Source: an optimization exercise on an open RTL-to-GDS flow (aim: small area). Production flows keep margins and buffers that such runs may drop. At most, simulation tests tie the RTL to the original design; equivalence was not proved. Function not checked in runs 1 to 4: the RTL went through the layout flow alone. Power and IR drop assume default switching activity.

===== flow/config.mk =====
export PLATFORM = sky130hd
export DESIGN_NAME = video_ctrl
export DESIGN_NICKNAME = video_ctrl
export VERILOG_FILES = /design/flow/design.v
export SDC_FILE = /design/flow/constraint.sdc
export NUM_CORES = 4
export LEC_CHECK = 0
export CAP_MARGIN = 20
export CORE_MARGIN = 2
export CORE_UTILIZATION = 60
export CTS_BUF_LIST = sky130_fd_sc_hd__clkbuf_16
export CTS_CLUSTER_DIAMETER = 80
export CTS_CLUSTER_SIZE = 30
export SLEW_MARGIN = 20

===== flow/constraint.sdc =====
create_clock -name core_clock -period 5.0 [get_ports {clk}]
set_input_delay 1.0000 -clock core_clock [delete_from_list [all_inputs] [get_ports {clk}]]
set_output_delay 1.0000 -clock core_clock [all_outputs]
set_load 0.01 [all_outputs]

===== flow/design.v =====
package vid_pkg;
    typedef enum logic [2:0] {
        cmd_idle      = 3'b000,
        cmd_write     = 3'b001,
        cmd_read_req  = 3'b010,
        cmd_read_data = 3'b011,
        cmd_addr      = 3'b100
    } cmd_t;
    localparam logic [31:0] addr_ctrl    = 32'h0000_0000;
    localparam logic [31:0] addr_h1      = 32'h0000_0028;  
    localparam logic [31:0] addr_h2      = 32'h0000_0030;  
    localparam logic [31:0] addr_v1      = 32'h0000_0038;  
    localparam logic [31:0] addr_v2      = 32'h0000_0040;  
    localparam logic [31:0] addr_base    = 32'h0000_0048;
    localparam logic [31:0] addr_lineinc = 32'h0000_0050;
    localparam int count_w      = 13;
    localparam int div_w        = 6;   
    localparam int ctrl_en_bit  = 3;
    localparam int ctrl_div_lsb = 4;   
    localparam int fifo_depth  = 12;  
    localparam int fifo_aw     = $clog2(fifo_depth);
    localparam int fifo_thresh = 12;
    typedef struct packed {
        logic [7:0] red;
        logic [7:0] green;
        logic [7:0] blue;
    } pixel_t;
    typedef struct packed {
        logic [5:0]         spare;
        logic [count_w-1:0] hi;
        logic [count_w-1:0] lo;
    } span_t;
    typedef struct packed {
        logic [7:0] spare;
        pixel_t     pix;
    } pix_word_t;
    typedef union packed {
        span_t     span;
        pix_word_t pixel;
    } bus_word_u;
    function automatic logic count_ge(input logic [count_w-1:0] a,
                                      input logic [count_w-1:0] b);
        logic r;
        r = 1'b1;
        for (int i = 0; i < count_w; i++) begin
            r = (a[i] & ~b[i]) | (a[i] & r) | (~b[i] & r);
        end
        count_ge = r;
    endfunction
endpackage
`timescale 1ns/1ps
module bus_decode (
    input  logic               clk,
    input  logic               reset_n,
    input  vid_pkg::cmd_t               cmd_in,
    input  logic [31:0]        addr_data_in,
    output logic               en,
    output logic [vid_pkg::div_w-1:0]   pix_div,
    output logic [vid_pkg::count_w-1:0] h_size,
    output logic [vid_pkg::count_w-1:0] h_end,
    output logic [vid_pkg::count_w-1:0] hs_start,
    output logic [vid_pkg::count_w-1:0] hs_end,
    output logic [vid_pkg::count_w-1:0] v_size,
    output logic [vid_pkg::count_w-1:0] v_end,
    output logic [vid_pkg::count_w-1:0] vs_start,
    output logic [vid_pkg::count_w-1:0] vs_end,
    output logic [31:0]        base_addr,
    output logic [31:0]        line_inc,
    output logic               rd_valid,
    output vid_pkg::pixel_t             rd_pixel
);
    localparam logic [2:0] sel_ctrl = 3'd0;
    localparam logic [2:0] sel_h1   = 3'd1;
    localparam logic [2:0] sel_h2   = 3'd2;
    localparam logic [2:0] sel_v1   = 3'd3;
    localparam logic [2:0] sel_v2   = 3'd4;
    localparam logic [2:0] sel_base = 3'd5;
    localparam logic [2:0] sel_linc = 3'd6;
    localparam logic [2:0] sel_none = 3'd7;
    logic [2:0] reg_sel;
    logic [2:0] addr_sel;
    vid_pkg::bus_word_u   word;
    assign word = addr_data_in;
    always_comb begin
        case (addr_data_in)
            vid_pkg::addr_ctrl:    addr_sel = sel_ctrl;
            vid_pkg::addr_h1:      addr_sel = sel_h1;
            vid_pkg::addr_h2:      addr_sel = sel_h2;
            vid_pkg::addr_v1:      addr_sel = sel_v1;
            vid_pkg::addr_v2:      addr_sel = sel_v2;
            vid_pkg::addr_base:    addr_sel = sel_base;
            vid_pkg::addr_lineinc: addr_sel = sel_linc;
            default:               addr_sel = sel_none;
        endcase
    end
    always_ff @(posedge clk or negedge reset_n) begin
        if (!reset_n) begin
            reg_sel <= sel_ctrl;
        end else if (cmd_in == vid_pkg::cmd_addr) begin
            reg_sel <= addr_sel;
        end
    end
    always_ff @(posedge clk or negedge reset_n) begin
        if (!reset_n) begin
            en        <= 1'b0;
            pix_div   <= '0;
            h_size    <= '0;
            h_end     <= '0;
            hs_start  <= '0;
            hs_end    <= '0;
            v_size    <= '0;
            v_end     <= '0;
            vs_start  <= '0;
            vs_end    <= '0;
            base_addr <= '0;
            line_inc  <= '0;
        end else if (cmd_in == vid_pkg::cmd_write) begin
            case (reg_sel)
                sel_ctrl: begin
                    en      <= addr_data_in[vid_pkg::ctrl_en_bit];
                    pix_div <= addr_data_in[vid_pkg::ctrl_div_lsb +: vid_pkg::div_w];
                end
                sel_h1: begin
                    h_size <= word.span.hi;
                    h_end  <= word.span.lo;
                end
                sel_h2: begin
                    hs_start <= word.span.hi;
                    hs_end   <= word.span.lo;
                end
                sel_v1: begin
                    v_size <= word.span.hi;
                    v_end  <= word.span.lo;
                end
                sel_v2: begin
                    vs_start <= word.span.hi;
                    vs_end   <= word.span.lo;
                end
                sel_base: base_addr <= addr_data_in;
                sel_linc: line_inc  <= addr_data_in;
                default: begin
                end
            endcase
        end
    end
    assign rd_valid = (cmd_in == vid_pkg::cmd_read_data);
    assign rd_pixel = word.pixel.pix;
endmodule
`timescale 1ns/1ps
module scan_timing (
    input  logic               clk,
    input  logic               reset_n,
    input  logic               en,
    input  logic [vid_pkg::div_w-1:0]   pix_div,
    input  logic [vid_pkg::count_w-1:0] h_size,
    input  logic [vid_pkg::count_w-1:0] h_end,
    input  logic [vid_pkg::count_w-1:0] hs_start,
    input  logic [vid_pkg::count_w-1:0] hs_end,
    input  logic [vid_pkg::count_w-1:0] v_size,
    input  logic [vid_pkg::count_w-1:0] v_end,
    input  logic [vid_pkg::count_w-1:0] vs_start,
    input  logic [vid_pkg::count_w-1:0] vs_end,
    input  logic               above_thresh,
    output logic               pix_tick,
    output logic               visible,
    output logic               hsync_i,
    output logic               vsync_i,
    output logic               hblank_i,
    output logic               vblank_i
);
    logic [vid_pkg::div_w-1:0]   div_cnt;
    logic               running;   
    logic [vid_pkg::count_w-1:0] h_cnt;
    logic [vid_pkg::count_w-1:0] v_cnt;
    assign pix_tick = running && (div_cnt == pix_div);
    always_ff @(posedge clk or negedge reset_n) begin
        if (!reset_n) begin
            running <= 1'b0;
        end else if (!en) begin
            running <= 1'b0;
        end else if (!running) begin
            running <= above_thresh;
        end
    end
    always_ff @(posedge clk) begin
        if (!en) begin
            div_cnt <= '0;
            h_cnt   <= '0;
            v_cnt   <= '0;
        end else if (!running) begin
        end else if (pix_tick) begin
            div_cnt <= '0;
            if (h_cnt == h_end) begin
                h_cnt <= '0;
                if (v_cnt == v_end) begin
                    v_cnt <= '0;  
                end else begin
                    v_cnt <= v_cnt + 1'b1;
                end
            end else begin
                h_cnt <= h_cnt + 1'b1;
            end
        end else begin
            div_cnt <= div_cnt + 1'b1;
        end
    end
    assign hsync_i  = vid_pkg::count_ge(h_cnt, hs_start) && !vid_pkg::count_ge(h_cnt, hs_end);
    assign vsync_i  = vid_pkg::count_ge(v_cnt, vs_start) && !vid_pkg::count_ge(v_cnt, vs_end);
    assign hblank_i = vid_pkg::count_ge(h_cnt, h_size);
    assign vblank_i = vid_pkg::count_ge(v_cnt, v_size);
    assign visible  = !hblank_i && !vblank_i;
endmodule
`timescale 1ns/1ps
module fetch_engine (
    input  logic               clk,
    input  logic               reset_n,
    input  logic               en,
    input  logic [31:0]        base_addr,
    input  logic [31:0]        line_inc,
    input  logic [vid_pkg::count_w-1:0] h_size,
    input  logic [vid_pkg::count_w-1:0] v_size,
    input  logic               above_thresh,
    input  logic               rd_valid,
    output logic               req,
    output logic [31:0]        req_addr
);
    logic [vid_pkg::count_w-1:0] word_cnt;
    logic [vid_pkg::count_w-1:0] line_cnt;
    logic [31:0]        line_start;
    logic               at_line_start;  
    logic [vid_pkg::count_w-1:0] word_nxt;
    logic [vid_pkg::count_w-1:0] line_nxt;
    logic               word_last;
    logic               line_last;
    logic [29:0]        addr_inc;
    logic               outstanding;  
    logic               issue;
    assign issue     = en && !outstanding && !above_thresh;
    assign word_nxt  = word_cnt + 1'b1;
    assign line_nxt  = line_cnt + 1'b1;
    assign word_last = (word_nxt == h_size);  
    assign line_last = (line_nxt == v_size);
    assign addr_inc  = req_addr[31:2] + 30'(issue);
    always_ff @(posedge clk or negedge reset_n) begin
        if (!reset_n) begin
            outstanding <= 1'b0;
        end else if (issue) begin
            outstanding <= 1'b1;
        end else if (rd_valid) begin
            outstanding <= 1'b0;
        end
    end
    always_ff @(posedge clk or negedge reset_n) begin
        if (!reset_n) begin
            req      <= 1'b0;
            req_addr <= '0;
        end else begin
            req <= issue;
            if (issue && at_line_start) begin
                req_addr <= line_start;
            end else begin
                req_addr <= {addr_inc, req_addr[1:0]};
            end
        end
    end
    always_ff @(posedge clk) begin
        if (!en) begin
            word_cnt      <= '0;
            line_cnt      <= '0;
            line_start    <= base_addr;
            at_line_start <= 1'b1;
        end else if (issue) begin
            if (word_last) begin
                word_cnt      <= '0;
                at_line_start <= 1'b1;
                if (line_last) begin
                    line_cnt   <= '0;  
                    line_start <= base_addr;
                end else begin
                    line_cnt   <= line_nxt;
                    line_start <= line_start + line_inc;
                end
            end else begin
                word_cnt      <= word_nxt;
                at_line_start <= 1'b0;
            end
        end
    end
endmodule
`timescale 1ns/1ps
module pixel_fifo (
    input  logic   clk,
    input  logic   reset_n,
    input  logic   en,
    input  logic   rd_valid,
    input  vid_pkg::pixel_t rd_pixel,
    input  logic   pop,
    output vid_pkg::pixel_t head,
    output logic   full,
    output logic   empty,
    output logic   above_thresh,
    output logic   underflow
);
    localparam int depth = vid_pkg::fifo_thresh;
    logic [23:0]      mem [depth];
    logic [5:0]       wr_j;     
    logic [5:0]       rd_j;
    logic [depth-1:0] wr_sel;
    logic [depth-1:0] rd_sel;
    logic             wr_wrap;
    logic             rd_wrap;
    logic             same;
    logic             wr_en;
    logic             rd_en;
    function automatic logic [11:0] jdec(input logic [5:0] j);
        logic [11:0] d;
        d[0] = !j[0] && !j[5];
        for (int k = 1; k < 6; k++) d[k] = j[k-1] && !j[k];
        d[6] = j[5] && j[0];
        for (int k = 7; k < 12; k++) d[k] = !j[k-7] && j[k-6];
        jdec = d;
    endfunction
    assign wr_sel = jdec(wr_j);
    assign rd_sel = jdec(rd_j);
    assign wr_en = en && rd_valid;
    assign rd_en = pop && !empty;  
    always_ff @(posedge clk) begin
        if (!en) begin
            wr_j    <= '0;
            rd_j    <= '0;
            wr_wrap <= 1'b0;
            rd_wrap <= 1'b0;
        end else begin
            if (wr_en) begin
                wr_j <= {wr_j[4:0], !wr_j[5]};
                if (wr_sel[depth-1]) wr_wrap <= !wr_wrap;
            end
            if (rd_en) begin
                rd_j <= {rd_j[4:0], !rd_j[5]};
                if (rd_sel[depth-1]) rd_wrap <= !rd_wrap;
            end
        end
    end
    always_ff @(posedge clk) begin
        for (int i = 0; i < depth; i++) begin
            if (wr_en && wr_sel[i]) begin
                mem[i] <= rd_pixel;
            end
        end
    end
    always_comb begin
        head = '0;
        for (int i = 0; i < depth; i++) begin
            head = head | ({24{rd_sel[i]}} & mem[i]);
        end
    end
    assign same         = (wr_j == rd_j);
    assign empty        = same && (wr_wrap == rd_wrap);
    assign full         = same && (wr_wrap != rd_wrap);
    assign above_thresh = full;
    always_ff @(posedge clk or negedge reset_n) begin
        if (!reset_n) begin
            underflow <= 1'b0;
        end else if (!en) begin
            underflow <= 1'b0;
        end else if (pop && empty) begin
            underflow <= 1'b1;  
        end
    end
endmodule
`timescale 1ns/1ps
module pixel_out (
    input  logic       clk,
    input  logic       reset_n,
    input  logic       pix_tick,
    input  logic       visible,
    input  logic       hsync_i,
    input  logic       vsync_i,
    input  logic       hblank_i,
    input  logic       vblank_i,
    input  vid_pkg::pixel_t     head,
    input  logic       empty,
    input  logic       underflow,
    output logic       pop,
    output logic       hsync,
    output logic       vsync,
    output logic       hblank,
    output logic       vblank,
    output logic [7:0] red,
    output logic [7:0] green,
    output logic [7:0] blue,
    output logic       underrun
);
    assign pop = pix_tick && visible;
    always_ff @(posedge clk or negedge reset_n) begin
        if (!reset_n) begin
            hsync  <= 1'b0;
            vsync  <= 1'b0;
            hblank <= 1'b0;
            vblank <= 1'b0;
            red    <= '0;
            green  <= '0;
            blue   <= '0;
        end else if (pix_tick) begin
            hsync  <= hsync_i;
            vsync  <= vsync_i;
            hblank <= hblank_i;
            vblank <= vblank_i;
            if (visible && !empty) begin
                red   <= head.red;
                green <= head.green;
                blue  <= head.blue;
            end else begin
                red   <= '0;  
                green <= '0;
                blue  <= '0;
            end
        end
    end
    always_ff @(posedge clk or negedge reset_n) begin
        if (!reset_n) begin
            underrun <= 1'b0;
        end else begin
            underrun <= underflow;
        end
    end
endmodule
`timescale 1ns/1ps
module video_ctrl (
    input  logic        clk,
    input  logic        reset_n,
    input  vid_pkg::cmd_t        cmd_in,
    input  logic [31:0] addr_data_in,
    output logic        req,
    output logic [31:0] req_addr,
    output logic        hsync,
    output logic        vsync,
    output logic        hblank,
    output logic        vblank,
    output logic [7:0]  red,
    output logic [7:0]  green,
    output logic [7:0]  blue,
    output logic        underrun
);
    logic               en;
    logic [vid_pkg::div_w-1:0]   pix_div;
    logic [vid_pkg::count_w-1:0] h_size;
    logic [vid_pkg::count_w-1:0] h_end;
    logic [vid_pkg::count_w-1:0] hs_start;
    logic [vid_pkg::count_w-1:0] hs_end;
    logic [vid_pkg::count_w-1:0] v_size;
    logic [vid_pkg::count_w-1:0] v_end;
    logic [vid_pkg::count_w-1:0] vs_start;
    logic [vid_pkg::count_w-1:0] vs_end;
    logic [31:0]        base_addr;
    logic [31:0]        line_inc;
    logic               rd_valid;
    vid_pkg::pixel_t             rd_pixel;
    vid_pkg::pixel_t             head;
    logic               empty;
    logic               above_thresh;
    logic               underflow;
    logic               pix_tick;
    logic               visible;
    logic               hsync_i;
    logic               vsync_i;
    logic               hblank_i;
    logic               vblank_i;
    logic               pop;
    bus_decode bus_decode_inst (
        .clk          (clk),
        .reset_n      (reset_n),
        .cmd_in       (cmd_in),
        .addr_data_in (addr_data_in),
        .en           (en),
        .pix_div      (pix_div),
        .h_size       (h_size),
        .h_end        (h_end),
        .hs_start     (hs_start),
        .hs_end       (hs_end),
        .v_size       (v_size),
        .v_end        (v_end),
        .vs_start     (vs_start),
        .vs_end       (vs_end),
        .base_addr    (base_addr),
        .line_inc     (line_inc),
        .rd_valid     (rd_valid),
        .rd_pixel     (rd_pixel)
    );
    scan_timing scan_timing_inst (
        .clk          (clk),
        .reset_n      (reset_n),
        .en           (en),
        .pix_div      (pix_div),
        .h_size       (h_size),
        .h_end        (h_end),
        .hs_start     (hs_start),
        .hs_end       (hs_end),
        .v_size       (v_size),
        .v_end        (v_end),
        .vs_start     (vs_start),
        .vs_end       (vs_end),
        .above_thresh (above_thresh),
        .pix_tick     (pix_tick),
        .visible      (visible),
        .hsync_i      (hsync_i),
        .vsync_i      (vsync_i),
        .hblank_i     (hblank_i),
        .vblank_i     (vblank_i)
    );
    fetch_engine fetch_engine_inst (
        .clk          (clk),
        .reset_n      (reset_n),
        .en           (en),
        .base_addr    (base_addr),
        .line_inc     (line_inc),
        .h_size       (h_size),
        .v_size       (v_size),
        .above_thresh (above_thresh),
        .rd_valid     (rd_valid),
        .req          (req),
        .req_addr     (req_addr)
    );
    pixel_fifo pixel_fifo_inst (
        .clk          (clk),
        .reset_n      (reset_n),
        .en           (en),
        .rd_valid     (rd_valid),
        .rd_pixel     (rd_pixel),
        .pop          (pop),
        .head         (head),
        .full         (),
        .empty        (empty),
        .above_thresh (above_thresh),
        .underflow    (underflow)
    );
    pixel_out pixel_out_inst (
        .clk       (clk),
        .reset_n   (reset_n),
        .pix_tick  (pix_tick),
        .visible   (visible),
        .hsync_i   (hsync_i),
        .vsync_i   (vsync_i),
        .hblank_i  (hblank_i),
        .vblank_i  (vblank_i),
        .head      (head),
        .empty     (empty),
        .underflow (underflow),
        .pop       (pop),
        .hsync     (hsync),
        .vsync     (vsync),
        .hblank    (hblank),
        .vblank    (vblank),
        .red       (red),
        .green     (green),
        .blue      (blue),
        .underrun  (underrun)
    );
endmodule

===== flow/run.sh =====
#!/bin/bash
# synth_recipe.tcl (not shown) runs the flow's synth.tcl, then flattens the netlist and writes it again
# the make line also repeats each setting of config.mk as NAME=value (left out here)
make -C /OpenROAD-flow-scripts/flow DESIGN_CONFIG=/design/flow/config.mk WORK_HOME=/design/flow/orfs CLKGATE_MAP_FILE= SYNTH_SCRIPT=/design/flow/synth_recipe.tcl finish

==> flow_summary.json, run 1 <==
{
  "syn_nets": 2326,
  "syn_inst": 2250,
  "maxCapViolations": 0,
  "crit_type": "register to register",
  "slowest_stage": "or4_4",
  "worstPathCellList": "ha_1 > nor3b_1 > o21a_1 > o22ai_1 > or4_4 > nor4_4 > nand3_2 > or2_1 > or4_1 > a21oi_1",
  "io_pins": 99,
  "reg2reg_depth": 10,
  "outcome": "finished clean",
  "grt_pass1_wl_um": 111000,
  "cts_made_buffers": 31,
  "drt_first_pass_iters": 5,
  "dieWidth_um": 220,
  "critPathMaxFanout": 18,
  "drive_gt1_share_pct": 13.9,
  "postCtsResizedCells": 0,
  "post_cts_buffers": 0,
  "final_cell_mix": "edfxtp_1 (320), dfrtp_1 (243), mux2_2 (163), nand2_1 (145), nor2_1 (128)",
  "cts_max_level": 1,
  "timing.final.crit_share_pct": 75.4,
  "gp_congestion": 0.876,
  "crit_buf_inv": 0,
  "final_util_pct": 67.0,
  "insertion_delay_ns": 0.63,
  "cp.arrival_ns": 4.31,
  "crit_family": "simple AND/OR/NAND/NOR gates",
  "period_minus_slack_ns": 3.77,
  "cts_tree": "built",
  "setup_viol": 0,
  "antenna_cells": 0,
  "ant_nets": 0,
  "antenna_found_initial": 0,
  "hold_violations": 0,
  "wire_per_inst_um": 24.7,
  "track_usage_pct": 30.5,
  "grt_setup_unrepaired": "no",
  "powerDensity_nw_per_um2": 356,
  "nets": 2426,
  "relSlewSlack_pct": 28.2,
  "synthArstFlopShare_pct": 38.2,
  "rows": 79,
  "wirelength_um": 73600,
  "ys_types": 81,
  "synth_seq_cells": 636,
  "grt_pass1_vias": 18400,
  "ys_seq_area_share_pct": 61.1,
  "vdd_drop_max_uv": 391,
  "final_common_cell": "edfxtp_1",
  "io_buffers": 98,
  "start_util_pct": 60.6,
  "start_kind": "register",
  "gr-total-overflow": 0,
  "vias": 18900,
  "path_depth": 10,
  "syn_avg_cell_area_sq_um": 12.5,
  "cts.path.max_buffers": 3,
  "synth_edf_count": 320,
  "clock-root-buffer": "clkbuf_16",
  "drt_iter0_markers": 1790,
  "place_hpwl_um": 46900,
  "ys_warn_count": 6,
  "leakagePower_uw": 0.0119,
  "syn_area_sq_um": 28100,
  "tightest_slew_ns": 1.06,
  "vias_per_cell": 6.33,
  "max_stage_delay_ns": 0.57,
  "cts_num_sinks": 636,
  "synthFlopType": "edfxtp_1",
  "cts_hold_buf": 0,
  "clk_pin_slew_worst_paths_ns": 0.11,
  "area_delta_synth_final_pct": 10.6,
  "end_kind": "register",
  "hold_class": "input port to asynchronous set/reset pin",
  "tns_ns": 0,
  "drc": 0,
  "core_area_sq_um": 46400,
  "required_ns": 5.54,
  "clock.fmax_ghz": 0.265,
  "slew_viol_final": 0,
  "grt_start_max_net_pins": 114,
  "die_area_sq_um": 48500,
  "die_y_um": 220,
  "n_fill_cell": 3490,
  "fin_skew_ns": 0.0248
}
## worst paths after layout
check / startpoint / end / slack (ns)
max: fetch_engine_inst.word_cnt[0] / fetch_engine_inst.line_cnt[9] / 1.23
min: reset_n / bus_decode_inst.h_size[2] / 0.45
max reg2reg: fetch_engine_inst.word_cnt[0] / fetch_engine_inst.line_cnt[9] / 1.23
min reg2reg: pixel_fifo_inst.underflow / pixel_out_inst.underrun / 0.45
max in group asynchronous: reset_n / bus_decode_inst.base_addr[18] / 3.33
min in group core_clock: pixel_fifo_inst.underflow / pixel_out_inst.underrun / 0.45
## final cells by class
| cell class | count | area [sq um] | share of cell area [%] |
|---|---|---|---|
| well taps | 607 | 759 | 2.44 |
| clock inverters | 26 | 225 | 0.725 |
| clock buffers | 31 | 776 | 2.50 |
| repair buffers | 167 | 1510 | 4.86 |
| multi-input cells | 1444 | 10400 | 33.4 |
| inverters | 70 | 263 | 0.846 |
| flip-flops and latches | 636 | 17200 | 55.2 |
## cell usage after synthesis (all sizes together) (23+ instances only)
cell,number,area (sq um)
inv,68,255
mux2,165,1860
nor2,139,524
nand2,146,548
a21oi,87,435
edfxtp,320,9610
o21ai,112,561
a22o,90,788
ha,38,475
nor2b,36,225
nor3,23,136
nand2b,30,188
dfxtp,73,1460
nor4,25,178
a221oi,73,646
dfrtp,243,6080
xor2,59,517
xnor2,97,850
clkbuf,90,338
nand3,63,325
nand4,30,188
## sequential cells by signal, summed over array words and instances, names as in the netlist, 8 cells and up
signal / cells
bus_decode_inst.base_addr: 32
bus_decode_inst.h_end: 13
bus_decode_inst.h_size: 13
bus_decode_inst.hs_end: 13
bus_decode_inst.hs_start: 13
bus_decode_inst.line_inc: 32
bus_decode_inst.v_end: 13
bus_decode_inst.v_size: 13
bus_decode_inst.vs_end: 13
bus_decode_inst.vs_start: 13
fetch_engine_inst.line_cnt: 13
fetch_engine_inst.line_start: 32
fetch_engine_inst.req_addr: 32
fetch_engine_inst.word_cnt: 13
pixel_fifo_inst.mem: 288
pixel_out_inst.blue: 8
pixel_out_inst.green: 8
pixel_out_inst.red: 8
scan_timing_inst.h_cnt: 13
scan_timing_inst.v_cnt: 13
## worst register-to-register path: stages (launching register included)
cell and delay [ns]:
dfxtp_1 0.51, ha_1 0.33, nor3b_1 0.22, o21a_1 0.15, o22ai_1 0.06, or4_4 0.57, nor4_4 0.20, nand3_2 0.48
or2_1 0.55, or4_1 0.45, a21oi_1 0.16
## metal layers
layer | track usage, % | wire length [um] | vias up
met3 | 3.84 | 4270 | 107
li1 | - | - | 8587
met5 | 0 | 0 | -
met2 | 50.8 | 35300 | 626
met1 | 42.5 | 31800 | 9553
met4 | 8.48 | 2150 | 0
## power by group
group          switching, uW  internal [uW]  total (uW)
combinational            936            888        1820
clock                   1730           1240        2970
sequential               353           5900        6250
## through the flow
stage | hold slack, ns | area (sq um) | setup WS (ns) | total power, uW | std cells
final | 0.448 | 31100 | 1.23 | 11000 | 2981
after global routing | 0.445 | 31100 | 0.999 | 11500 | 2981
after CTS | 0.454 | 31100 | 1.29 | 11100 | 2981
after detailed placement | 0.431 | 30100 | 1.28 | 8180 | 2924
after global placement | 0.439 | 30100 | 1.32 | 8120 | 2924
after floorplan | 0.354 | 28100 | 1.30 | 7390 | 2250
## kinds of logic (layout without fill, tap and decap cells)
kind of cell	after synthesis	in the layout	share of synthesized area, %
AND/OR/NAND/NOR	559	559	9.96
AO/OA/AOI/OAI	493	493	12.2
multiplexers	175	175	6.97
buffers and inverters	170	294	2.32
adder cells (fa/ha/maj)	61	61	2.57
flip-flops	636	636	61.1
XOR/XNOR	156	156	4.87
==> run 2, diff against run 1 <==
--- a/flow/config.mk
+++ b/flow/config.mk
@@ -8,7 +8,7 @@
 export CAP_MARGIN = 20
 export CORE_MARGIN = 2
-export CORE_UTILIZATION = 60
+export CORE_UTILIZATION = 40
 export CTS_BUF_LIST = sky130_fd_sc_hd__clkbuf_16
-export CTS_CLUSTER_DIAMETER = 80
+export CTS_CLUSTER_DIAMETER = 60
 export CTS_CLUSTER_SIZE = 30
 export SLEW_MARGIN = 20
==> run 2 against run 1 <==
Global-route usage down 8.8 points. Synthesized area unchanged. Core utilization down 21 points. Routed wire length up 6.0%. Combinational power about the same. Non-clock buffer count down 3. Synthesized cell count unchanged. Clock skew up 0.032 ns. Count of clock-buffer cells in the layout up 17. Worst setup slack better by 0.17 ns. Still clean on timing, DRC and antenna. Register-to-register slack better by 0.17 ns. Total power up 13%.
==> flow_summary.json, run 2 <==
{
  "outcome": "finished clean",
  "grt_pass1_vias": 18800,
  "pwr-share-clk_pct": 34.9,
  "tightest_slew_ns": 0.986,
  "gr-total-overflow": 0,
  "leakagePower_uw": 0.0122,
  "largest-register": "pixel_fifo_inst.mem",
  "reg2reg_depth": 11,
  "synth_mux_area_share_pct": 6.97,
  "dieWidth_um": 269,
  "switchingPower_uw": 3650,
  "track_usage_pct": 21.7,
  "place_inst": 3254,
  "rows": 97,
  "period_minus_slack_ns": 3.60,
  "syn_inst": 2250,
  "drt_iter0_markers": 1899,
  "p_sw_share_pct": 29.3,
  "vias_per_cell": 5.65,
  "synth_adder_area_share_pct": 2.57,
  "post_cts_buffers": 0,
  "grt_pass1_wl_um": 118000,
  "fin_cells": 3344,
  "antenna_cells": 0,
  "synth_common_cells": "edfxtp_1 (320), dfrtp_1 (243), mux2_2 (163)",
  "cts_max_level": 2,
  "p_int_uw": 8790,
  "drt_first_pass_iters": 6,
  "crit_type": "register to register",
  "postCtsResizedCells": 0,
  "yosys.area_share.simple_pct": 9.96,
  "syn_nets": 2326,
  "yosys.area.top_type_share_pct": 34.2,
  "final_common_cell": "edfxtp_1",
  "critPathMaxFanout": 65,
  "insertion_delay_ns": 0.65,
  "ys_types": 81,
  "cts_tree": "built",
  "power_frac_seq_pct": 50.5,
  "holdWs_ns": 0.377,
  "end_kind": "register",
  "synthArstFlopShare_pct": 38.2,
  "hold_class": "input port to asynchronous set/reset pin",
  "cts_hold_buf": 0,
  "synth_largest_area_cell": "edfxtp_1",
  "slew_viol_final": 0,
  "ant_nets": 0,
  "clock-root-buffer": "clkbuf_16",
  "final_cell_mix": "edfxtp_1 (320), dfrtp_1 (243), mux2_2 (163), nand2_1 (145), nor2_1 (128)",
  "synthFlopType": "edfxtp_1",
  "io_buffers": 98,
  "synth_edf_count": 320,
  "drive_gt1_share_pct": 15.2,
  "io_pins": 99,
  "nets": 2440,
  "p_comb_share_pct": 14.6,
  "clk_pin_slew_worst_paths_ns": 0.09,
  "start_kind": "register",
  "ys_seq_area_share_pct": 61.1,
  "timing.final.crit_share_pct": 72.0,
  "synth.area.top_cells": "edfxtp_1 (34%), dfrtp_1 (22%), mux2_2 (6.5%)",
  "ys_warn_count": 6,
  "cp.arrival_ns": 3.95,
  "area_delta_synth_final_pct": 15.1,
  "powerDensity_nw_per_um2": 385,
  "place_hpwl_um": 49000,
  "tns_ns": 0,
  "die_y_um": 269,
  "setup_viol": 0,
  "gp_congestion": 0.855,
  "cts_num_sinks": 636,
  "final_util_pct": 46.3,
  "syn_area_sq_um": 28100,
  "largest_reg_flops": 288,
  "start_util_pct": 40.2,
  "cts.path.max_buffers": 3,
  "relSlewSlack_pct": 33.4,
  "maxCapViolations": 0,
  "synth_seq_cells": 636,
  "syn_avg_cell_area_sq_um": 12.5,
  "drc": 0,
  "die_area_sq_um": 72300,
  "antenna_found_initial": 6,
  "wirelength_um": 78000,
  "yosysMostFrequentCell": "edfxtp_1",
  "hold_violations": 0,
  "grt_start_max_net_pins": 101,
  "clock.fmax_ghz": 0.278,
  "wire_per_inst_um": 23.3,
  "vdd_drop_max_uv": 309,
  "synth_compound_area_share_pct": 12.2,
  "core_area_sq_um": 69800,
  "grt_setup_unrepaired": "no",
  "fin_skew_ns": 0.0573,
  "cts_made_buffers": 48,
  "vias": 18900,
  "synth_xor_area_share_pct": 4.87,
  "synth_top_family_by_area": "compound AO/OA/AOI/OAI gates",
  "required_ns": 5.34
}
==> run 2: power groups by stage <==
stage | combinational (uW) | clock, uW | sequential [uW]
2_1_floorplan | 1060 | 0 | 6330
3_3_place_gp | 1780 | 0 | 6380
3_5_place_dp | 1820 | 0 | 6390
4_1_cts | 1830 | 4440 | 6280
5_1_grt | 2000 | 4650 | 6350
6_report | 1820 | 4340 | 6280
==> run 2: cell families (layout without fill, tap and decap cells) <==
group | count (synthesis) | count (layout)
AND/OR/NAND/NOR | 559 | 559
flip-flops | 636 | 636
multiplexers | 175 | 175
AO/OA/AOI/OAI | 493 | 493
XOR/XNOR | 156 | 156
adder cells (fa/ha/maj) | 61 | 61
buffers and inverters | 170 | 324
==> run 2: worst paths after layout <==
kind | start | to | slack (ns)
hold / removal | reset_n | bus_decode_inst.h_size[3] | 0.38
setup / recovery | fetch_engine_inst.line_cnt[0] | fetch_engine_inst.line_start[29] | 1.40
hold reg to reg | pixel_out_inst.vblank | pixel_out_inst.vblank | 0.49
max in group asynchronous | reset_n | bus_decode_inst.vs_end[11] | 3.54
setup reg to reg | fetch_engine_inst.line_cnt[0] | fetch_engine_inst.line_start[29] | 1.40
min in group core_clock | pixel_out_inst.vblank | pixel_out_inst.vblank | 0.49
==> run 2: layout make-up <==
type                    count  area, sq um
clock buffers              48         1200
clock inverters            42          627
fillers                  6221        37500
inverters                  70          263
multi-input cells        1444        10400
flip-flops and latches    636        17200
well taps                 940         1180
repair buffers            164         1510
==> run 2: worst max-delay path, cell delays in order (launching register included) <==
cell      delay, ns
dfxtp_1        0.46
ha_1           0.31
nand3_1        0.24
nor4b_1        0.58
nand3_1        0.20
xnor2_1        0.19
nand3_1        0.13
o41ai_2        0.44
buf_12         0.31
nor3b_1        0.10
a211oi_1       0.24
nand3_1        0.11
==> run 2: stage by stage <==
stage	instance area, sq um	total power (uW)	setup slack, ns
3_5_place_dp	30500	8200	1.29
5_1_grt	32300	13000	1.11
4_1_cts	32300	12600	1.42
6_report	32300	12400	1.40
2_1_floorplan	28100	7390	1.30
3_3_place_gp	30500	8160	1.27
==> run 2: metal layers <==
layer	track usage, %	vias to the layer above	routed length [um]
met1	30.6	9539	35700
met4	4.44	2	1440
li1	-	8658	-
met2	35.4	588	36200
met5	0	-	9
met3	3.36	96	4580
==> run 3, diff against run 2 <==
==> flow/flow/run.sh (new file) <==
#!/bin/bash
# Standard ORFS layout with three changes: an area-oriented ABC mapping script,
# the smallest buffer on the I/O ports, and a clock tree with larger sink
# clusters and no dummy loads.
set -euo pipefail
S=$PWD/scripts_mod
rm -rf "$S"
cp -r "$FLOW_HOME/scripts" "$S"
cp flow/abc.script "$S/abc_speed.script"
bash standard.sh SCRIPTS_DIR="$S" \
  "BUFFER_PORTS_ARGS=-buffer_cell sky130_fd_sc_hd__buf_1" \
  "CTS_ARGS=-sink_clustering_enable -repair_clock_nets -dont_use_dummy_load -buf_list sky130_fd_sc_hd__clkbuf_16 -sink_clustering_size 30 -sink_clustering_max_diameter 80" \
  finish > standard.log 2>&1
==> flow/flow/abc.script (new file) <==
strash
ifraig
scorr
dc2
strash
dch -f
map -D 4500
topo
==> flow/standard.sh (new file) <==
#!/bin/bash
# synth_recipe.tcl (not shown) runs the flow's synth.tcl, then flattens the netlist and writes it again
# the make line also repeats each setting of config.mk as NAME=value (left out here)
make -C /OpenROAD-flow-scripts/flow DESIGN_CONFIG=/design/flow/config.mk WORK_HOME=/design/flow/orfs CLKGATE_MAP_FILE= SYNTH_SCRIPT=/design/flow/synth_recipe.tcl "${@:-finish}"
--- a/flow/config.mk
+++ b/flow/config.mk
@@ -8,7 +8,4 @@
 export CAP_MARGIN = 20
 export CORE_MARGIN = 2
-export CORE_UTILIZATION = 40
-export CTS_BUF_LIST = sky130_fd_sc_hd__clkbuf_16
-export CTS_CLUSTER_DIAMETER = 60
-export CTS_CLUSTER_SIZE = 30
+export CORE_UTILIZATION = 60
 export SLEW_MARGIN = 20
removed: flow/run.sh
==> run 3 against run 2 <==
Combinational power shrank 64%. Synthesized cell count grew 5.5%. Worst setup slack lost 1.2 ns. Sequential power shrank 7.2%. Highest routed layer is now met4. Clock skew grew 0.0066 ns. Non-clock buffer count grew 19. Via count grew 2.2%. Still clean on timing, DRC and antenna. Routed wire length shrank 11%. First-iteration DRC count shrank 5.5%. Worst hold slack gained 0.040 ns. Final area shrank 9.4%. Largest power group unchanged.
==> flow_summary.json, run 3 <==
{
  "outcome": "finished clean",
  "relSlewSlack_pct": 29.0,
  "rows": 76,
  "timing.final.crit_share_pct": 96.8,
  "largest-register": "pixel_fifo_inst.mem",
  "r2r-end": "fetch_engine_inst.line_start[28]",
  "cts_num_sinks": 636,
  "period_minus_slack_ns": 4.84,
  "hold_violations": 0,
  "required_ns": 5.35,
  "ant_nets": 0,
  "syn_area_sq_um": 26400,
  "grt_pass1_wl_um": 106000,
  "gr-total-overflow": 0,
  "yosysMostFrequentCell": "edfxtp_1",
  "setup_viol": 0,
  "ys_seq_area_share_pct": 65.0,
  "vias_per_cell": 6.09,
  "cts.path.max_buffers": 3,
  "synthArstFlopShare_pct": 38.2,
  "drt_iter0_markers": 1795,
  "ys_types": 41,
  "timing.rr.start": "fetch_engine_inst.line_start[0]",
  "yosys.area.top_type_share_pct": 36.4,
  "antenna_cells": 0,
  "vdd_drop_max_uv": 260,
  "final_common_cell": "edfxtp_1",
  "cts_made_buffers": 31,
  "io_pins": 99,
  "start_util_pct": 61.0,
  "drive_gt1_share_pct": 7.50,
  "clock.fmax_ghz": 0.207,
  "syn_avg_cell_area_sq_um": 11.1,
  "reg2reg_depth": 32,
  "largest_reg_flops": 288,
  "tightest_slew_ns": 1.06,
  "start_kind": "register",
  "crit_type": "register to register",
  "syn_nets": 2449,
  "syn_inst": 2373,
  "cts_max_level": 1,
  "gp_congestion": 0.897,
  "n_fill_cell": 3369,
  "clock-root-buffer": "clkbuf_16",
  "hold_end": "pixel_out_inst.underrun",
  "hp-start": "pixel_fifo_inst.underflow",
  "max_stage_delay_ns": 0.40,
  "die_y_um": 214,
  "slew_viol_final": 0,
  "area_delta_synth_final_pct": 10.9,
  "wire_per_inst_um": 21.9,
  "track_usage_pct": 30.9,
  "vias": 19300,
  "nets": 2665,
  "cts_tree": "built",
  "end_kind": "register",
  "grt_setup_unrepaired": "yes",
  "fin_cells": 3172,
  "clk_pin_slew_worst_paths_ns": 0.11,
  "powerDensity_nw_per_um2": 312,
  "slowest_stage": "edfxtp_1",
  "place_hpwl_um": 45700,
  "place_inst": 3132,
  "grt_start_max_net_pins": 96,
  "ys_warn_count": 6,
  "io_buffers": 98,
  "hold_class": "register to register",
  "cp.arrival_ns": 5.18,
  "holdWs_ns": 0.417,
  "insertion_delay_ns": 0.63,
  "die_area_sq_um": 45700,
  "synthFlopType": "edfxtp_1",
  "grt_pass1_vias": 18400,
  "maxCapViolations": 0,
  "synth.area.top_cells": "edfxtp_1 (36%), dfrtp_1 (23%), dfxtp_1 (5.5%)",
  "synth_seq_cells": 636,
  "synth_largest_area_cell": "edfxtp_1",
  "r2r_slack_ns": 0.16,
  "wirelength_um": 69500,
  "synth_edf_count": 320,
  "hold_depth": 0,
  "leakagePower_uw": 0.0106,
  "synth_common_cells": "edfxtp_1 (320), nand2_1 (306), nor2_1 (256)",
  "critPathMaxFanout": 3,
  "drc": 0,
  "core_area_sq_um": 43300,
  "dieWidth_um": 214,
  "fin_skew_ns": 0.0638,
  "drt_first_pass_iters": 5,
  "antenna_found_initial": 1,
  "final_cell_mix": "edfxtp_1 (320), nand2_1 (306), dfrtp_1 (243), nor2_1 (239), clkinv_1 (205)"
}
-- run 3: cell families after synthesis --
kind of cell             share of synthesized area, %
AO/OA/AOI/OAI                                    15.8
XOR/XNOR                                         2.49
adder cells (fa/ha/maj)                          1.88
buffers and inverters                            2.99
flip-flops                                       65.0
multiplexers                                    0.171
AND/OR/NAND/NOR                                  11.7
-- run 3: repair_timing --
action | CTS | global route
resized for setup | 3 | 34
hold buffers | 0 | 0
pin swaps | 0 | 18
hold endpoints to repair | 0 | 0
setup buffers | 0 | 8
endpoints found under the setup margin | 4 | 11
-- run 3: how the worst max path moves through the flow --
stage | start | endpoint | depth (start not counted) | slack, ns
floorplan | fetch_engine_inst.line_start[0] | fetch_engine_inst.line_start[28] | 31 | 0.27
global placement | fetch_engine_inst.line_start[0] | fetch_engine_inst.line_start[28] | 31 | -0.02
detailed placement | fetch_engine_inst.line_start[0] | fetch_engine_inst.line_start[28] | 31 | -0.11
CTS | fetch_engine_inst.line_start[2] | fetch_engine_inst.line_start[31] | 25 | 0.01
global route | fetch_engine_inst.line_start[0] | fetch_engine_inst.line_start[30] | 31 | -0.20
finish | fetch_engine_inst.line_start[0] | fetch_engine_inst.line_start[28] | 32 | 0.16
-- run 3: power breakdown --
group / internal (uW) / total (uW) / switching, uW
Combinational: 249 / 660 / 411
Sequential: 5670 / 5830 / 160
Clock: 1100 / 2650 / 1550
Total: 7020 / 9140 / 2120
-- run 3: critical path, delay by kind of cell (launching register included) --
kind / cells / cell delay [ns]
buf+inv: 5 / 0.37
fa+ha+maj: 2 / 0.42
xor+xnor: 1 / 0.16
compound gates: 14 / 2.46
simple gates: 10 / 0.79
flops: 1 / 0.40
-- run 3: area by class of cell --
cell class              instances  area (sq um)  share of cell area [%]
inverters                     210           792                    2.71
clock buffers                  31           776                    2.65
repair buffers                183          1080                    3.69
flip-flops and latches        636         17200                    58.6
multi-input cells            1527          8750                    29.9
well taps                     585           732                    2.50
-- run 3: through the flow --
step	area (sq um)	total power, uW	setup TNS, ns	setup slack (ns)	utilization (%)
floorplan	26400	6310	0	0.266	-
global placement	28300	6550	-0.0211	-0.0182	65.4
detailed placement	28300	6570	-0.211	-0.108	65.4
CTS	29100	9160	0	0.0132	67.2
global route	29300	9470	-0.610	-0.200	67.7
finish	29300	9140	0	0.162	67.7
-- run 3: per-layer routing --
metal / wire, um / track usage (%) / part of all wire [%]
met4: 1800 / 8.50 / 2.6
met3: 4340 / 3.34 / 6.2
met2: 34100 / 52.4 / 49
met1: 29200 / 42.8 / 42
met5: 0 / 0 / 0
==> run 4, diff against run 3 <==
==> flow/flow/abc.script (replaced) <==
strash
ifraig
scorr
dc2
strash
dch -f
map -D 4500
topo
buffer -c
upsize -c
dnsize -c
==> run 4 against run 3 <==
Non-clock buffer count decreased by 22. Global-route usage decreased by 0.55 points. Final area decreased by 0.37%. First-iteration DRC count increased by 1.2%. Synthesized area increased by 1.6%. Count of clock-buffer cells in the layout increased by 4. Total power increased by 2.5%. Worst hold slack got worse by 0.089 ns. Sequential cell count unchanged. Via count decreased by 0.84%.
==> flow_summary.json, run 4 <==
{
  "outcome": "finished clean",
  "cts_tree": "built",
  "largest-register": "pixel_fifo_inst.mem",
  "critPathMaxFanout": 3,
  "clk_pin_slew_worst_paths_ns": 0.10,
  "drt_iter0_markers": 1816,
  "vdd_drop_max_uv": 268,
  "ys_types": 56,
  "clock.fmax_ghz": 0.207,
  "r2r_slack_ns": 0.18,
  "p_int_uw": 7170,
  "cts_made_buffers": 35,
  "syn_nets": 2536,
  "synth_seq_cells": 636,
  "dieWidth_um": 215,
  "cts.path.max_buffers": 3,
  "synth_common_cells": "edfxtp_1 (320), nand2_1 (306), nor2_1 (255)",
  "wire_per_inst_um": 22.1,
  "syn_inst": 2460,
  "start_util_pct": 60.8,
  "crit_type": "register to register",
  "timing.final.crit_share_pct": 96.4,
  "tightest_slew_ns": 1.06,
  "die_y_um": 215,
  "drc": 0,
  "io_pins": 99,
  "grt_start_max_net_pins": 173,
  "gr-total-overflow": 0,
  "cts_hold_buf": 0,
  "insertion_delay_ns": 0.58,
  "ys_seq_area_share_pct": 64.0,
  "rows": 77,
  "powerDensity_nw_per_um2": 321,
  "max_stage_delay_ns": 0.41,
  "power_frac_seq_pct": 62.3,
  "slowest_stage": "edfxtp_1",
  "hold_class": "input port to asynchronous set/reset pin",
  "final_cell_mix": "edfxtp_1 (320), nand2_1 (306), dfrtp_1 (243), nor2_1 (238), inv_1 (200)",
  "track_usage_pct": 30.3,
  "nets": 2647,
  "fin_skew_ns": 0.0531,
  "p_comb_share_pct": 7.0,
  "pwr-share-clk_pct": 30.7,
  "largest_reg_flops": 288,
  "core_area_sq_um": 44100,
  "antenna_found_initial": 0,
  "die_area_sq_um": 46400,
  "cp.arrival_ns": 5.10,
  "start_kind": "register",
  "vias": 19100,
  "synth_largest_area_cell": "edfxtp_1",
  "yosys.area.top_type_share_pct": 35.8,
  "switchingPower_uw": 2200,
  "wirelength_um": 69800,
  "area_delta_synth_final_pct": 8.81,
  "cts_num_sinks": 636,
  "grt_setup_unrepaired": "yes",
  "yosysMostFrequentCell": "edfxtp_1",
  "p_sw_share_pct": 23.4,
  "relSlewSlack_pct": 29.2,
  "syn_avg_cell_area_sq_um": 10.9,
  "slew_viol_final": 0,
  "p_total_uw": 9370,
  "period_minus_slack_ns": 4.82,
  "gp_congestion": 0.866,
  "syn_area_sq_um": 26800,
  "fin_cells": 3161,
  "final_common_cell": "edfxtp_1",
  "cts_max_level": 2,
  "place_hpwl_um": 44700,
  "io_buffers": 98,
  "drive_gt1_share_pct": 6.62,
  "ant_nets": 0,
  "end_kind": "register",
  "place_inst": 3116,
  "grt_pass1_wl_um": 108000,
  "synth.area.top_cells": "edfxtp_1 (36%), dfrtp_1 (23%), dfxtp_1 (5.5%)",
  "leakagePower_uw": 0.0111,
  "ys_warn_count": 6,
  "vias_per_cell": 6.05,
  "hold_violations": 0,
  "synthFlopType": "edfxtp_1",
  "antenna_cells": 0,
  "setup_viol": 0,
  "synth_edf_count": 320,
  "required_ns": 5.29,
  "clock-root-buffer": "clkbuf_16",
  "maxCapViolations": 0,
  "drt_first_pass_iters": 5,
  "synthArstFlopShare_pct": 38.2,
  "grt_pass1_vias": 19000
}
## run 4: cell count changes after synthesis, sizes merged
cell / delta
buf: +1
clkbuf: +86
clkinv: -205
inv: +205
## run 4: worst paths after layout
path	from	to	cells past startpoint
max	fetch_engine_inst.line_start[0]	fetch_engine_inst.line_start[28]	31
min	reset_n	pixel_out_inst.red[1]	1
max reg2reg	fetch_engine_inst.line_start[0]	fetch_engine_inst.line_start[28]	31
min reg2reg	pixel_fifo_inst.underflow	pixel_out_inst.underrun	0
max in group asynchronous	reset_n	bus_decode_inst.hs_start[10]	2
min in group core_clock	pixel_fifo_inst.underflow	pixel_out_inst.underrun	0
## run 4: what timing repair did
action                                  4_1_cts  5_1_grt
resized for setup                             0       11
endpoints found under the setup margin        0        2
buffers inserted                              0       10
## run 4: metal layers
metal  routed length, um  vias to the layer above  part of all wire [%]  GRT usage (%)
met5                   0                        -                     0              0
met4                1600                        0                   2.3           7.77
met3                3940                      100                   5.6           4.72
met2               35500                      598                    51           53.7
met1               28700                     9457                    41           39.2
li1                    -                     8984                     -              -
## run 4: area by class of cell
| class | instances | area, sq um |
|---|---|---|
| Fill cell | 3545 | 15000 |
| Timing Repair Buffer | 161 | 870 |
| Sequential cell | 636 | 17200 |
| Clock buffer | 35 | 876 |
| Inverter | 210 | 788 |
| Multi-Input combinational cell | 1527 | 8740 |
| Tap cell | 592 | 741 |
## run 4: stage by stage
stage          utilization (%)  hold slack [ns]  worst slack [ns]  TNS [ns]  area [sq um]
6_report                  66.1            0.327             0.180         0         29200
5_1_grt                   66.1            0.315            -0.116    -0.140         29200
4_1_cts                   65.8            0.312             0.366         0         29000
3_5_place_dp              63.8            0.365             0.409         0         28200
3_3_place_gp              63.8            0.361             0.543         0         28200
2_1_floorplan                -            0.354             0.922         0         26800
## run 4: kinds of logic (layout without fill, tap and decap cells)
| family | after synthesis | after routing | share of synthesized area [%] |
|---|---|---|---|
| adders and majority gates | 39 | 39 | 1.85 |
| AOI/OAI and AO/OA | 673 | 673 | 15.9 |
| xor gates and xnor gates | 75 | 75 | 2.45 |
| buffers and inverters | 297 | 406 | 4.16 |
| and+or+nand+nor | 736 | 736 | 11.5 |
| muxes | 4 | 4 | 0.168 |
| DFF | 636 | 636 | 64.0 |
## run 4: critical path: cells and delay by family (launching register included)
family                     cells  cell delay, ns
adders and majority gates      2            0.43
DFF                            1            0.41
AOI/OAI and AO/OA             14            2.45
xor gates and xnor gates       1            0.17
buffers and inverters          4            0.26
and+or+nand+nor               10            0.82
## run 4: power groups by stage
stage	sequential [uW]	clock, uW	combinational [uW]
after CTS	5830	2910	647
after global placement	5940	0	622
final	5840	2870	660
after global routing	5860	3080	755
after floorplan	5890	0	423
after detailed placement	5950	0	642
==> run 5, diff against run 4 <==
--- a/flow/design.v
+++ b/flow/design.v
@@ -81,5 +81,4 @@
     logic [2:0] addr_sel;
     vid_pkg::bus_word_u   word;
-    assign word = addr_data_in;
     always_comb begin
         case (addr_data_in)
@@ -101,49 +100,56 @@
         end
     end
+    logic        clr;
+    logic        wr;
+    logic [31:0] wdata;
+    always_ff @(posedge clk or negedge reset_n) begin
+        if (!reset_n) begin
+            clr <= 1'b1;
+        end else begin
+            clr <= 1'b0;
+        end
+    end
+    assign wr    = (cmd_in == vid_pkg::cmd_write);
+    assign wdata = addr_data_in & {32{!clr}};
+    assign word  = wdata;
     always_ff @(posedge clk or negedge reset_n) begin
         if (!reset_n) begin
             en        <= 1'b0;
-            pix_div   <= '0;
-            h_size    <= '0;
-            h_end     <= '0;
-            hs_start  <= '0;
-            hs_end    <= '0;
-            v_size    <= '0;
-            v_end     <= '0;
-            vs_start  <= '0;
-            vs_end    <= '0;
             base_addr <= '0;
-            line_inc  <= '0;
-        end else if (cmd_in == vid_pkg::cmd_write) begin
-            case (reg_sel)
-                sel_ctrl: begin
-                    en      <= addr_data_in[vid_pkg::ctrl_en_bit];
-                    pix_div <= addr_data_in[vid_pkg::ctrl_div_lsb +: vid_pkg::div_w];
-                end
-                sel_h1: begin
-                    h_size <= word.span.hi;
-                    h_end  <= word.span.lo;
-                end
-                sel_h2: begin
-                    hs_start <= word.span.hi;
-                    hs_end   <= word.span.lo;
-                end
-                sel_v1: begin
-                    v_size <= word.span.hi;
-                    v_end  <= word.span.lo;
-                end
-                sel_v2: begin
-                    vs_start <= word.span.hi;
-                    vs_end   <= word.span.lo;
-                end
-                sel_base: base_addr <= addr_data_in;
-                sel_linc: line_inc  <= addr_data_in;
-                default: begin
-                end
-            endcase
+        end else if (wr) begin
+            if (reg_sel == sel_ctrl) begin
+                en <= addr_data_in[vid_pkg::ctrl_en_bit];
+            end
+            if (reg_sel == sel_base) begin
+                base_addr <= addr_data_in;
+            end
+        end
+    end
+    always_ff @(posedge clk) begin
+        if (wr && reg_sel == sel_ctrl) begin
+            pix_div <= addr_data_in[vid_pkg::ctrl_div_lsb +: vid_pkg::div_w];
+        end
+        if ((wr && reg_sel == sel_h1) || clr) begin
+            h_size <= word.span.hi;
+            h_end  <= word.span.lo;
+        end
+        if ((wr && reg_sel == sel_h2) || clr) begin
+            hs_start <= word.span.hi;
+            hs_end   <= word.span.lo;
+        end
+        if ((wr && reg_sel == sel_v1) || clr) begin
+            v_size <= word.span.hi;
+            v_end  <= word.span.lo;
+        end
+        if ((wr && reg_sel == sel_v2) || clr) begin
+            vs_start <= word.span.hi;
+            vs_end   <= word.span.lo;
+        end
+        if ((wr && reg_sel == sel_linc) || clr) begin
+            line_inc <= wdata;
         end
     end
     assign rd_valid = (cmd_in == vid_pkg::cmd_read_data);
-    assign rd_pixel = word.pixel.pix;
+    assign rd_pixel = addr_data_in[23:0];
 endmodule
 `timescale 1ns/1ps
--- a/flow/flow/run.sh
+++ b/flow/flow/run.sh
@@ -10,4 +10,4 @@
 bash standard.sh SCRIPTS_DIR="$S" \
   "BUFFER_PORTS_ARGS=-buffer_cell sky130_fd_sc_hd__buf_1" \
-  "CTS_ARGS=-sink_clustering_enable -repair_clock_nets -dont_use_dummy_load -buf_list sky130_fd_sc_hd__clkbuf_16 -sink_clustering_size 30 -sink_clustering_max_diameter 80" \
+  "CTS_ARGS=-sink_clustering_enable -repair_clock_nets -dont_use_dummy_load -buf_list sky130_fd_sc_hd__clkbuf_16 -sink_clustering_size 45 -sink_clustering_max_diameter 60" \
   finish > standard.log 2>&1
--- a/flow/config.mk
+++ b/flow/config.mk
@@ -8,4 +8,4 @@
 export CAP_MARGIN = 20
 export CORE_MARGIN = 2
-export CORE_UTILIZATION = 60
+export CORE_UTILIZATION = 70
 export SLEW_MARGIN = 20
==> run 5 against run 4 <==
Still clean on timing, DRC and antenna. Worst setup slack better by 0.12 ns. Total power up 11%. Routed wire length down 5.1%. Count of clock-buffer cells in the layout up 3. Worst hold slack better by 0.058 ns. Critical path depth up 2. Cell count down 11%. Critical path type unchanged.
==> flow_summary.json, run 5 <==
{
  "syn_inst": 2171,
  "hold_violations": 0,
  "ys_types": 60,
  "die_y_um": 198,
  "synth_largest_area_cell": "edfxtp_1",
  "yosys.area.top_type_share_pct": 52.4,
  "cts_made_buffers": 38,
  "cts_num_sinks": 637,
  "vdd_drop_max_uv": 292,
  "hold_class": "register to register",
  "fin_skew_ns": 0.0516,
  "grt_pass1_vias": 17700,
  "ys_seq_area_share_pct": 67.6,
  "final_common_cell": "edfxtp_1",
  "slowest_stage": "edfxtp_1",
  "powerDensity_nw_per_um2": 361,
  "wirelength_um": 66200,
  "syn_avg_cell_area_sq_um": 12.2,
  "p_sw_share_pct": 24.9,
  "tightest_slew_ns": 1.11,
  "rows": 71,
  "die_area_sq_um": 39400,
  "io_buffers": 98,
  "cts_tree": "built",
  "pre_cts_ws_ns": 0.183,
  "period_minus_slack_ns": 4.70,
  "wire_per_inst_um": 23.6,
  "drc": 0,
  "drt_first_pass_iters": 5,
  "cts_hold_buf": 0,
  "relSlewSlack_pct": 26.0,
  "setup_viol": 0,
  "synth_seq_cells": 637,
  "synthFlopType": "edfxtp_1",
  "required_ns": 5.29,
  "ant_nets": 0,
  "slew_viol_final": 0,
  "track_usage_pct": 34.2,
  "maxCapViolations": 0,
  "drive_gt1_share_pct": 7.53,
  "p_comb_share_pct": 10.6,
  "holdWs_ns": 0.385,
  "yosysMostFrequentCell": "edfxtp_1",
  "grt_start_max_net_pins": 55,
  "end_kind": "register",
  "critPathMaxFanout": 2,
  "gp_congestion": 0.897,
  "largest-register": "pixel_fifo_inst.mem",
  "cts_max_level": 2,
  "area_delta_synth_final_pct": 8.87,
  "place_hpwl_um": 43400,
  "timing.critical_path.mode_cell": "nor2_1",
  "synthArstFlopShare_pct": 16.0,
  "grt_pass1_wl_um": 99800,
  "leakagePower_uw": 0.0107,
  "vias_per_cell": 6.55,
  "start_kind": "register",
  "dieWidth_um": 198,
  "crit_type": "register to register",
  "cp.arrival_ns": 4.98,
  "gr-total-overflow": 0,
  "final_util_pct": 76.9,
  "drt_iter0_markers": 1910,
  "syn_nets": 2247,
  "ys_warn_count": 6,
  "synth.area.top_cells": "edfxtp_1 (52%), dfrtp_1 (9.5%), dfxtp_1 (5.5%)",
  "max_stage_delay_ns": 0.40,
  "timing.final.crit_share_pct": 93.9,
  "vias": 18400,
  "outcome": "finished clean",
  "nets": 2374,
  "syn_area_sq_um": 26500,
  "largest_reg_flops": 288,
  "start_util_pct": 70.6,
  "synth_edf_count": 462,
  "worst_slack_ns": 0.305,
  "io_pins": 99,
  "pwr-share-clk_pct": 28.2,
  "antenna_cells": 0,
  "synth_common_cells": "edfxtp_1 (462), nor2_1 (226), nand2_1 (211)",
  "core_area_sq_um": 37500,
  "clock.fmax_ghz": 0.213,
  "clk_pin_slew_worst_paths_ns": 0.08,
  "clock-root-buffer": "clkbuf_16",
  "cts.path.max_buffers": 3,
  "tns_ns": 0,
  "insertion_delay_ns": 0.59,
  "p_int_uw": 7810,
  "final_cell_mix": "edfxtp_1 (462), nor2_1 (214), nand2_1 (211), inv_1 (182), a21oi_1 (115)",
  "power_frac_seq_pct": 61.2,
  "p_total_uw": 10400,
  "switchingPower_uw": 2590,
  "antenna_found_initial": 1
}
==> run 5: cell types whose count changed after synthesis, sizes merged, moves of 19 or more <==
cell,before,now
dfrtp,243,101
a22o,0,27
a221oi,29,49
a32o,0,19
o21ai,200,95
a21oi,165,120
edfxtp,320,462
nor2,256,228
nand2,306,212
clkbuf,86,64
inv,205,185
nand3,51,32
a22oi,174,113
==> run 5: critical path, delay by kind of cell, from the launching register on <==
kind,cells,cell delay [ns]
XOR/XNOR,1,0.18
flip-flops,1,0.40
adder cells (fa/ha/maj),2,0.45
AO/OA/AOI/OAI,14,2.08
buffers and inverters,3,0.20
AND/OR/NAND/NOR,13,1.11
==> run 5: cell type report <==
type | count | area, sq um
inverter | 195 | 732
tap | 511 | 639
fill | 2420 | 8670
timing repair buffer | 153 | 822
clock buffer | 38 | 951
sequential | 637 | 17900
multi-input combinational | 1273 | 7780
==> run 5: path summary, 6_finish.rpt <==
path | from | depth (start not counted) | slack [ns] | end
setup reg to reg | fetch_engine_inst.line_start[0] | 33 | 0.30 | fetch_engine_inst.line_start[30]
min in group asynchronous | reset_n | 1 | 0.56 | fetch_engine_inst.req_addr[1]
hold reg to reg | pixel_fifo_inst.underflow | 0 | 0.39 | pixel_out_inst.underrun
setup / recovery | fetch_engine_inst.line_start[0] | 33 | 0.30 | fetch_engine_inst.line_start[30]
max in group asynchronous | reset_n | 2 | 3.47 | scan_timing_inst.running
hold / removal | pixel_fifo_inst.underflow | 0 | 0.39 | pixel_out_inst.underrun
==> run 5: logic make-up (layout without fill, tap and decap cells) <==
| logic type | after synthesis | in the layout | synth area share (%) |
|---|---|---|---|
| compound gates | 522 | 522 | 13.7 |
| xor+xnor | 82 | 82 | 2.71 |
| fa+ha+maj | 39 | 39 | 1.87 |
| buf+inv | 261 | 386 | 3.70 |
| flops | 637 | 637 | 67.6 |
| other cells | 1 | 1 | 0.0142 |
| simple gates | 629 | 629 | 10.4 |
==> run 5: metal layers <==
| layer | GRT usage (%) | vias up | share of wire, % |
|---|---|---|---|
| li1 | - | 8240 | - |
| met1 | 46.3 | 8996 | 39 |
| met2 | 56.3 | 965 | 48 |
| met3 | 4.02 | 177 | 8.6 |
| met4 | 16.3 | 2 | 4.4 |
| met5 | 0 | - | 0.017 |
==> run 5: power by group through the flow <==
stage	logic (uW)	registers, uW	clock network (uW)
floorplan	619	6470	0
global placement	1040	6460	0
detailed placement	1080	6480	0
CTS	1090	6360	2950
global route	1230	6420	3120
finish	1100	6370	2930
==> run 5: repair_timing <==
action / in CTS / in global routing
gates resized for setup: 0 / 10
endpoints found under the setup margin: 0 / 6
buffers inserted: 0 / 5
==> run 5: metrics by stage <==
stage	area [sq um]	instances
6_report	28800	2807
3_5_place_dp	27800	2764
3_3_place_gp	27800	2763
5_1_grt	28800	2807
4_1_cts	28700	2802
2_1_floorplan	26500	2171
==> run 6, diff against run 5 <==
--- a/flow/flow/run.sh
+++ b/flow/flow/run.sh
@@ -10,4 +10,4 @@
 bash standard.sh SCRIPTS_DIR="$S" \
   "BUFFER_PORTS_ARGS=-buffer_cell sky130_fd_sc_hd__buf_1" \
-  "CTS_ARGS=-sink_clustering_enable -repair_clock_nets -dont_use_dummy_load -buf_list sky130_fd_sc_hd__clkbuf_16 -sink_clustering_size 45 -sink_clustering_max_diameter 60" \
+  "CTS_ARGS=-sink_clustering_enable -repair_clock_nets -dont_use_dummy_load -buf_list sky130_fd_sc_hd__clkbuf_8 -sink_clustering_size 20 -sink_clustering_max_diameter 50" \
   finish > standard.log 2>&1
--- a/flow/config.mk
+++ b/flow/config.mk
@@ -6,6 +6,6 @@
 export NUM_CORES = 4
 export LEC_CHECK = 0
-export CAP_MARGIN = 20
+export CAP_MARGIN = 0
 export CORE_MARGIN = 2
-export CORE_UTILIZATION = 70
-export SLEW_MARGIN = 20
+export CORE_UTILIZATION = 60
+export SLEW_MARGIN = 0
==> run 6 against run 5 <==
Global-route usage fell by 5.0 points. Clock skew rose by 0.022 ns. Non-clock buffer count stayed put. Count of clock-buffer cells in the layout rose by 10. Critical path depth stayed put. Cell count is 3.0% higher. Worst hold slack worse by 0.041 ns. Worst setup slack about the same. Sequential cell count unchanged. Core utilization down 11 points. Critical path type unchanged.
==> flow_summary.json, run 6 <==
{
  "outcome": "finished clean",
  "timing.final.crit_share_pct": 93.9,
  "start_util_pct": 61.2,
  "track_usage_pct": 29.2,
  "cp.arrival_ns": 5.07,
  "crit_type": "register to register",
  "ant_nets": 0,
  "slowest_stage": "edfxtp_1",
  "clk_pin_slew_worst_paths_ns": 0.11,
  "pwr-share-clk_pct": 24.5,
  "start_kind": "register",
  "p_total_uw": 9860,
  "cts_made_buffers": 48,
  "drt_first_pass_iters": 7,
  "maxCapViolations": 0,
  "powerDensity_nw_per_um2": 345,
  "dieWidth_um": 214,
  "ys_warn_count": 6,
  "placed_area_sq_um": 27900,
  "max_stage_delay_ns": 0.41,
  "drive_gt1_share_pct": 7.98,
  "synth_edf_count": 462,
  "syn_inst": 2171,
  "holdWs_ns": 0.344,
  "synth_seq_cells": 637,
  "syn_area_sq_um": 26500,
  "drt_iter0_markers": 1814,
  "vias": 17700,
  "p_sw_share_pct": 25.8,
  "cts_max_level": 2,
  "synthArstFlopShare_pct": 16.0,
  "area_delta_synth_final_pct": 8.05,
  "syn_avg_cell_area_sq_um": 12.2,
  "vdd_drop_max_uv": 272,
  "crit_buf_inv": 3,
  "insertion_delay_ns": 0.68,
  "syn_nets": 2247,
  "vias_per_cell": 6.12,
  "tightest_slew_ns": 1.11,
  "leakagePower_uw": 0.0105,
  "rows": 76,
  "clock-root-buffer": "clkbuf_8",
  "grt_pass1_vias": 17300,
  "synth_largest_area_cell": "edfxtp_1",
  "ys_seq_area_share_pct": 67.6,
  "power_frac_seq_pct": 64.5,
  "hold_violations": 0,
  "final_common_cell": "edfxtp_1",
  "io_buffers": 98,
  "wirelength_um": 66800,
  "hold_class": "input port to asynchronous set/reset pin",
  "largest-register": "pixel_fifo_inst.mem",
  "cts_num_sinks": 637,
  "yosysMostFrequentCell": "edfxtp_1",
  "nets": 2384,
  "gr-total-overflow": 0,
  "setup_viol": 0,
  "die_y_um": 214,
  "timing.critical_path.mode_cell": "nor2_1",
  "cts_tree": "built",
  "final_util_pct": 66.1,
  "stdcell_area_sq_um": 28600,
  "critPathMaxFanout": 2,
  "p_int_uw": 7310,
  "crit_family": "compound AO/OA/AOI/OAI gates",
  "synthFlopType": "edfxtp_1",
  "antenna_found_initial": 0,
  "relSlewSlack_pct": 25.6,
  "period_minus_slack_ns": 4.69,
  "ys_types": 60,
  "grt_start_max_net_pins": 53,
  "synth_common_cells": "edfxtp_1 (462), nor2_1 (226), nand2_1 (211)",
  "die_area_sq_um": 45800,
  "io_pins": 99,
  "wire_per_inst_um": 23.1,
  "gp_congestion": 0.927,
  "fin_skew_ns": 0.0733,
  "place_hpwl_um": 43200,
  "slew_viol_final": 0,
  "p_comb_share_pct": 11.0,
  "antenna_cells": 0,
  "grt_pass1_wl_um": 102000,
  "switchingPower_uw": 2540,
  "core_area_sq_um": 43300,
  "clock.fmax_ghz": 0.213,
  "drc": 0,
  "largest_reg_flops": 288,
  "end_kind": "register",
  "final_cell_mix": "edfxtp_1 (462), nor2_1 (212), nand2_1 (211), inv_1 (182), a21oi_1 (115)",
  "synth.area.top_cells": "edfxtp_1 (52%), dfrtp_1 (9.5%), dfxtp_1 (5.5%)",
  "cts.path.max_buffers": 3,
  "required_ns": 5.38,
  "yosys.area.top_type_share_pct": 52.4
}
## run 6: cell counts after synthesis
Identical to the previous run, type by type.
## run 6: worst paths after layout
check / cells after the start / startpoint / slack, ns / to
max in group asynchronous: 2 / reset_n / 3.49 / pixel_out_inst.blue[3]
worst max-delay path: 33 / fetch_engine_inst.line_start[0] / 0.31 / fetch_engine_inst.line_start[30]
worst min register to register: 0 / pixel_fifo_inst.underflow / 0.40 / pixel_out_inst.underrun
worst max register to register: 33 / fetch_engine_inst.line_start[0] / 0.31 / fetch_engine_inst.line_start[30]
worst min-delay path: 1 / reset_n / 0.34 / pixel_out_inst.hsync
min in group core_clock: 0 / pixel_fifo_inst.underflow / 0.40 / pixel_out_inst.underrun
## run 6: area by class of cell
type                       count  area [sq um]
sequential                   637         17900
fill                        3343         14700
multi-input combinational   1273          7790
timing repair buffer         153           797
inverter                     195           732
tap                          585           732
clock buffer                  48           661
## run 6: cell families after synthesis
kind of cell | synth area share, %
flops | 67.6
compound gates | 13.7
xor+xnor | 2.71
fa+ha+maj | 1.87
simple gates | 10.4
buf+inv | 3.70
other cells | 0.0142
## run 6: per-stage QoR
step	setup WS [ns]	setup TNS (ns)	instances
floorplan	0.755	0	2171
global placement	0.452	0	2836
detailed placement	0.303	0	2836
CTS	0.244	0	2884
global route	-0.0251	-0.0293	2891
finish	0.305	0	2891
## run 6: power by group through the flow
stage                     Combinational [uW]  Clock, uW  Sequential (uW)
after CTS                               1080       2460             6360
after detailed placement                1080          0             6470
after global placement                  1060          0             6460
after floorplan                          619          0             6470
after global routing                    1220       2640             6410
final                                   1090       2410             6360
## run 6: metal layers
metal	track usage, %	vias to the layer above	routed length (um)
li1	-	8242	-
met1	41.0	8615	28200
met2	47.4	693	31500
met3	3.50	135	4920
met4	11.3	0	2230
met5	0	-	0
## run 6: timing repair
item / CTS / global route
setup buffers: 0 / 7
gates resized for setup: 0 / 9
hold buffers: 0 / 0
endpoints found under the setup margin: 0 / 5

port drivers added, routing unchanged:
The results above use ideal ports. As a check the final layouts listed here were re-extracted and re-timed, cells and wires unchanged. Step 1 (the two cells are an assumption about what drives the block):
set clk [get_ports {clk}]
set_driving_cell -lib_cell sky130_fd_sc_hd__clkbuf_16 $clk
set_driving_cell -lib_cell sky130_fd_sc_hd__buf_2 [delete_from_list [all_inputs] $clk]
Step 2 also shifts input and output timing later by t, the mid clock arrival at the registers, as if the neighbouring blocks saw the same clock. Three values: ideal, step 1, step 2; two values: the first two.
run	t, ns	setup slack, ns	hold slack, ns	worst register clock-pin slew, ns	worst data-port slew with drivers (ns)
run 1	0.673	1.231 / 1.231 / 1.180	0.448 / 0.437 / 0.453	0.11 / 0.11	0.05
run 2	0.683	1.400 / 1.400 / 1.376	0.377 / 0.376 / 0.487	0.11 / 0.11	0.16
run 3	0.663	0.162 / 0.162 / 0.162	0.417 / 0.395 / 0.417	0.11 / 0.11	0.06
run 4	0.617	0.180 / 0.180 / 0.180	0.327 / 0.302 / 0.399	0.11 / 0.11	0.07
run 5	0.631	0.305 / 0.305 / 0.305	0.385 / 0.385 / 0.385	0.11 / 0.11	0.06
run 6	0.694	0.305 / 0.305 / 0.305	0.344 / 0.318 / 0.397	0.12 / 0.12	0.05
After both steps every run listed still meets setup and hold. The setup slack of run 1, which loses most, moves by 0.000 ns with the drivers and by -0.051 ns with both steps.
